What follows belongs to an exercise in optimizing a design on an open flow for small area, a short achievable clock period and few clock cycles per item; a production flow would make more cautious choices. Power figures rest on the tool's default switching activity, not on a simulated workload.

// bus_uart_bridge_fifo_core
module bus_uart_bridge_fifo_core #(
    parameter int RING_DEPTH = 256
) (
    input  wire logic        clk,
    input  wire logic        rst_n,
    input  wire logic        s_tvalid,
    output logic             s_tready,
    input  wire logic [7:0]  s_tdata,    
    input  wire logic [2:0]  s_tuser,    
    output logic             m_tvalid,
    input  wire logic        m_tready,
    output logic [bubf_pkg::OUT_W-1:0] m_tdata
);
For scale: roughly 4,900 flip-flops, about 57 I/O pins, about 120,000 um^2 of cells after synthesis.
export LEC_CHECK = 0
export CAP_MARGIN = 20
export CORE_MARGIN = 2
export CORE_UTILIZATION = 60
export PLACE_DENSITY = 0.7
export SETUP_SLACK_MARGIN = 2.3
export SLEW_MARGIN = 20
create_clock -name core_clock -period 4.8 [get_ports {clk}]
standard.sh (not shown) runs the stock make flow with config.mk's settings and CLKGATE_MAP_FILE= SYNTH_SCRIPT=/design/flow/synth_recipe.tcl, a recipe that flattens the netlist after the stock synthesis.
==> flow/flow/run.sh <==
#!/bin/bash
# Standard layout, with clock tree synthesis told to build larger sink
# clusters and to add no dummy loads.
set -euo pipefail
export CTS_ARGS="-sink_clustering_enable -repair_clock_nets -dont_use_dummy_load -sink_clustering_size 30 -sink_clustering_max_diameter 60"
bash standard.sh finish > standard_flow.log 2>&1
Then changed:
ABC_CLOCK_PERIOD_IN_PS = 2200   (was not set)
SETUP_SLACK_MARGIN = 2.4   (was 2.3)
The changed run went through all stages and came out clean.
Wire length rises by 2.2%.
Fmax falls by 2.7%.
First-iteration DRC count falls by 5.7%.
No run of this note included a check of the RTL's function; only the layout flow was run.


== lane 1 ==
Another version of the RTL of bus_uart_bridge_fifo_core (not shown whole).
For scale: roughly 7000 cells after synthesis, ~57 I/O pins, ~0.12 sq mm of cells after synthesis.
clock: 4.8 ns
lec_check: 0
abc_clock_period_in_ps: 2200
cap_margin: 20
core_margin: 2
core_utilization: 66
place_density: 0.74
setup_slack_margin: 2.4
slew_margin: 20
Scripts as last shown in full above: flow/flow/run.sh
Lane 1: full flow OK, the timing, DRC and antenna checks passed
Input-level comparison between lane 2 and lane 1:
- SETUP_SLACK_MARGIN changed from 2.4 to 2.0
- CORE_UTILIZATION changed from 66 to 60
- ABC_CLOCK_PERIOD_IN_PS changed from 2200 to 2600
- PLACE_DENSITY changed from 0.74 to 0.7
Results
Where worst voltage drop across the vdd grid is concerned, lane 1 is outperformed by lane 2. In lane 2, the setup slack came out 0.20 ns below the value in lane 1. Compared with lane 1, lane 2 shows a number of cells upsized or downsized after cts that is 418 lower. Comparing highest achievable clock rate for lane 1 and lane 2, the bigger number came from lane 1. Looking at detailed placer's ending HPWL across lane 1 and lane 2, the one that comes out lower is lane 2. Diff lane 1 -> lane 2: core utilization went down by 8.3 points, diode insertion count for antenna repair picked up an extra 6.
#### Input delta (lane 3 over lane 2)
- swapping 2.0 for 2.8 in SETUP_SLACK_MARGIN
- swapping 2600 for 2000 in ABC_CLOCK_PERIOD_IN_PS
==> comparison <==
- Looking at the reports, lane 3 completed the entire flow and the layout it produced met the timing, DRC and antenna checks.
- Min first-pass GRT wire length across lane 2 and lane 3: lane 2
- Layout overhead on the synthesized area sits higher in lane 3 than in lane 2.
- Lane 3 vs lane 2, final routed wirelength across all metal layers went up by about 6%.
- Looking at sequential cell fraction of total power, lane 3 sits 0.9 points below lane 2.
- Between lane 2 and lane 3, initial antenna violation count is lower for lane 2, lane 3 comes in above that.
No run of this note included a check of the RTL's function; only the layout flow was run.


bus_uart_bridge_fifo_core, a different RTL version from the one above (not shown whole).
Size in the first run: about 6900 cells after synthesis, ~5000 flip-flops, ~57 I/O pins, roughly 120000 µm² of cells after synthesis.
==> flow/config.mk <==
export PLATFORM = sky130hd
export DESIGN_NAME = bus_uart_bridge_fifo_core
export DESIGN_NICKNAME = bus_uart_bridge_fifo_core
export VERILOG_FILES = /design/flow/design.v
export SDC_FILE = /design/flow/constraint.sdc
export NUM_CORES = 4
export LEC_CHECK = 0
export ABC_CLOCK_PERIOD_IN_PS = 2200
export CAP_MARGIN = 20
export CORE_MARGIN = 2
export CORE_UTILIZATION = 60
export PLACE_DENSITY = 0.7
export SETUP_SLACK_MARGIN = 2.4
export SLEW_MARGIN = 20
==> flow/constraint.sdc <==
create_clock -name core_clock -period 4.8 [get_ports {clk}]
set_input_delay 0.9600 -clock core_clock [delete_from_list [all_inputs] [get_ports {clk}]]
set_output_delay 0.9600 -clock core_clock [all_outputs]
set_load 0.01 [all_outputs]
==> flow/flow/run.sh <==
#!/bin/bash
# Standard layout, with clock tree synthesis told to build larger sink
# clusters and to add no dummy loads, and the port buffers made buf_4.
set -euo pipefail
export CTS_ARGS="-sink_clustering_enable -repair_clock_nets -dont_use_dummy_load -sink_clustering_size 30 -sink_clustering_max_diameter 60"
export BUFFER_PORTS_ARGS="-buffer_cell sky130_fd_sc_hd__buf_4"
bash standard.sh finish > standard_flow.log 2>&1
Edit:
- ABC_CLOCK_PERIOD_IN_PS: 2200 -> unset
- CORE_UTILIZATION: 60 -> 52
- PLACE_DENSITY: 0.7 -> 0.62
Result: Via count goes down by about 0.9%; clock power hardly moves; global-route usage went down by 3.7 points; area after synthesis does not change; register-to-register slack is better by 0.02 ns; worst hold slack got worse by 0.0067 ns; clock skew is lower by 0.014 ns; first-iteration DRC count fell by 7.4%.
Edit:
- CORE_UTILIZATION: 52 -> 45
- PLACE_DENSITY: 0.62 -> 0.55
=>
- cell area rises by 1.0%
- clock power grows by about 7%
- register-to-register slack loses 0.03 ns
- routed wire length rises by 4.9%
- combinational power is higher by about 3%
- flip-flop and latch count is unchanged
- final cell count goes up by 5.3%
No functional check of the RTL was part of any run of this note.

port drivers added, routing unchanged:
In the flow no input, the clock included, has a driving cell. The finished layouts below were timed again as built, in two steps. Step 1, drivers: a clkbuf_16 drives clk and a buf_2 each remaining input, both assumed. Step 2 times the ports against the registers' clock, not the clock port: input delays grow and output delays shrink by t, the midpoint of the rising clock arrivals with the driver on. Three values: ideal ports, drivers, drivers and shift; two values: the first two.
run | shift t [ns] | setup WS [ns] | hold WS [ns]
the first run of note 1 | 0.920 | 2.250 / 2.250 / 1.518 | 0.113 / 0.079 / 0.256
the second run of note 1 | 0.930 | 2.179 / 2.179 / 1.525 | 0.104 / 0.074 / 0.267
lane 1 | 0.918 | 2.155 / 2.155 / 1.456 | 0.247 / 0.247 / 0.247
lane 2 | 0.923 | 1.956 / 1.956 / 1.133 | 0.139 / 0.101 / 0.252
lane 3 | 0.927 | 2.264 / 2.237 / 1.564 | 0.173 / 0.134 / 0.279
the first run of note 3 | 0.912 | 2.359 / 2.275 / 1.689 | 0.139 / 0.111 / 0.278
the second run of note 3 | 0.924 | 2.311 / 2.228 / 1.696 | 0.132 / 0.101 / 0.257
the third run of note 3 | 0.981 | 2.270 / 2.181 / 1.747 | 0.242 / 0.182 / 0.249
After both steps setup and hold are still met in every run listed. The setup slack of lane 2, which loses most, moves by 0.000 ns with the drivers and by -0.823 ns with both steps.
